Source: an optimization exercise on an open RTL-to-GDS flow (aim: small area, a short achievable clock period and few clock cycles). Production flows keep margins and buffers that such runs may drop. Only simulation tests tie the RTL to the original design; equivalence was not proved. Power figures rest on the tool's default switching activity, not on a simulated workload.

Setup of run 1:
Design rvCoreTop, start of the top module:
module rvCoreTop (
    input  logic        clk,
    input  logic        reset,
    output logic [31:0] paddr,
    output logic        psel,
    output logic        penable,
    output logic        pwrite,
    output logic [31:0] pwdata,
    output logic [3:0]  pstrb,
    input  logic [31:0] prdata,
    input  logic        pready
);
    localparam logic [6:0] OP_LUI    = 7'b0110111;
    localparam logic [6:0] OP_IMM    = 7'b0010011;
    localparam logic [6:0] OP_REG    = 7'b0110011;
    localparam logic [6:0] OP_LOAD   = 7'b0000011;
    localparam logic [6:0] OP_STORE  = 7'b0100011;
    localparam logic [6:0] OP_BRANCH = 7'b1100011;
    logic        pselQ, penQ, busData, kill;
    logic [31:2] paddrQ;
    logic        pwriteQ;
    logic [3:0]  pstrbQ;
    logic [31:2] fpc;
    logic        irAhead;
    logic        irV;
    logic [31:0] ir;
    logic xR2;      
    logic xAlu;     
    logic xBr;      
    logic xLd;      
    logic xSt;      
    logic xLwait;   
    logic xLw;      
    logic [31:0] opA, opB;
  ...
export LEC_CHECK = 0
export CAP_MARGIN = 20
export CORE_MARGIN = 2
export CORE_UTILIZATION = 40
export CTS_CLUSTER_DIAMETER = 100
export CTS_CLUSTER_SIZE = 25
export PLACE_DENSITY = 0.6
export SLEW_MARGIN = 20
export TNS_END_PERCENT = 20
create_clock -name core_clock -period 10.0 [get_ports {clk}]
standard.sh (not shown) runs the stock make flow with config.mk's settings and CLKGATE_MAP_FILE= SYNTH_SCRIPT=/design/flow/synth_recipe.tcl, a recipe that flattens the netlist after the stock synthesis.
==> flow/flow/run.sh <==
#!/bin/bash
set -euo pipefail
bash standard.sh SETUP_SLACK_MARGIN=6.45 \
    'BUFFER_PORTS_ARGS=-buffer_cell sky130_fd_sc_hd__buf_2' finish > flow_standard.log 2>&1
Testbench counts of run 1, summed over its fixed seeds: cycles 75,814.
diff inputs: run 1 => run 2
==> flow/flow/run.sh <==
#!/bin/bash
set -euo pipefail
bash standard.sh SETUP_SLACK_MARGIN=6.2 \
    'BUFFER_PORTS_ARGS=-buffer_cell sky130_fd_sc_hd__buf_2' finish > flow_standard.log 2>&1
--- a/flow/config.mk
+++ b/flow/config.mk
@@ -10,6 +10,5 @@
 export CORE_UTILIZATION = 40
 export CTS_CLUSTER_DIAMETER = 100
-export CTS_CLUSTER_SIZE = 25
+export CTS_CLUSTER_SIZE = 28
 export PLACE_DENSITY = 0.6
 export SLEW_MARGIN = 20
-export TNS_END_PERCENT = 20
- What run 2 reported for worst ir drop on vdd has to be multiplied by 0.865 to get the figure for run 1.
- Of run 2 and run 1, it is run 2 that has the lower fraction of layout cells with a size suffix above 1.
- Compared with run 1, in run 2 area share of buffers outside the clock network moved down, total design power moved down.
- Comparing run 1 and run 2, the higher non-clock buffer count is on run 1.
- Of the two candidates, run 1 has the worse normalized max-slew margin and run 2 the better one.
- Run 1 and run 2 ended up with nearly the same total routing usage reported by global routing.
- Number of flip-flops and latches: run 1 vs run 2 identical
- Run 2 vs. run 1: setup slack saw an increase, routed wire length saw a decrease.
- Buffer count from post-CTS setup fixing on run 2 is down relative to run 1.

rvCoreTop again, from the RTL that the note above started with.
## rvCoreTop
module rvCoreTop (
    input  logic        clk,
    input  logic        reset,
    output logic [31:0] paddr,
    output logic        psel,
    output logic        penable,
    output logic        pwrite,
    output logic [31:0] pwdata,
    output logic [3:0]  pstrb,
    input  logic [31:0] prdata,
    input  logic        pready
);
clock: 10.0 ns
lec_check: 0
cap_margin: 20
core_margin: 2
core_utilization: 40
cts_cluster_diameter: 100
cts_cluster_size: 25
place_density: 0.6
slew_margin: 20
==> flow/flow/run.sh <==
#!/bin/bash
set -euo pipefail
bash standard.sh SETUP_SLACK_MARGIN=6.75 \
    'BUFFER_PORTS_ARGS=-buffer_cell sky130_fd_sc_hd__buf_2' finish > flow_standard.log 2>&1
Testbench counts at the start, summed over its fixed seeds: cycles 75,814.
Rerun with:
--- a/flow/flow/run.sh
+++ b/flow/flow/run.sh
@@ -3 +3 @@
-bash standard.sh SETUP_SLACK_MARGIN=6.75 \
+bash standard.sh SETUP_SLACK_MARGIN=6.45 \
Effect: The new run passed the timing, design-rule and antenna checks. Wire length decreases by about 5%. Core utilization decreases by 2.4 points. Design area decreases by about 5%. Worst setup slack got worse by 0.049 ns.
Rerun with:
--- a/flow/flow/run.sh
+++ b/flow/flow/run.sh
@@ -3 +3 @@
-bash standard.sh SETUP_SLACK_MARGIN=6.45 \
+bash standard.sh SETUP_SLACK_MARGIN=6.2 \
CTS_CLUSTER_DIAMETER = 120   (was 100)
CTS_CLUSTER_SIZE = 30   (was 25)
The new run passed the timing, design-rule and antenna checks.
Final cell count falls by 0.98%.
Area after synthesis is unchanged.
Routed wire length went down by 0.73%.
Design area drops by 1.8%.

==> static timing again, ports no longer ideal <==
No port has a modelled driver above. Below, the same layouts with a new extraction and two added sets of constraints. Step 1 (the two cells are an assumption about what drives the block):
set clk [get_ports {clk}]
set_driving_cell -lib_cell sky130_fd_sc_hd__clkbuf_16 $clk
set_driving_cell -lib_cell sky130_fd_sc_hd__buf_2 [delete_from_list [all_inputs] $clk]
Step 2 also shifts input and output timing later by t, the mid clock arrival at the registers, as if the neighbouring blocks saw the same clock. Three values: no drivers, after step 1, after step 2; two values: the first two.
| run | t, ns | slack for setup (ns) | hold slack, ns | slew at the worst register clock pin (ns) |
|---|---|---|---|---|
| run 1 | 0.770 | 6.223 / 6.213 / 5.489 | 0.457 / 0.457 / 0.457 | 0.11 / 0.11 |
| run 2 | 0.768 | 6.305 / 6.308 / 5.563 | 0.462 / 0.462 / 0.462 | 0.12 / 0.12 |
| the first run of note 2 | 0.788 | 6.453 / 6.382 / 6.014 | 0.468 / 0.468 / 0.468 | 0.12 / 0.12 |
| the second run of note 2 | 0.778 | 6.404 / 6.329 / 5.777 | 0.462 / 0.462 / 0.462 | 0.11 / 0.11 |
| the third run of note 2 | 0.785 | 6.297 / 6.293 / 5.575 | 0.464 / 0.464 / 0.464 | 0.12 / 0.12 |
After both steps setup and hold are still met in every run listed. For run 2, which loses most, drivers alone change the setup slack by +0.003 ns; drivers and shift together by -0.742 ns.
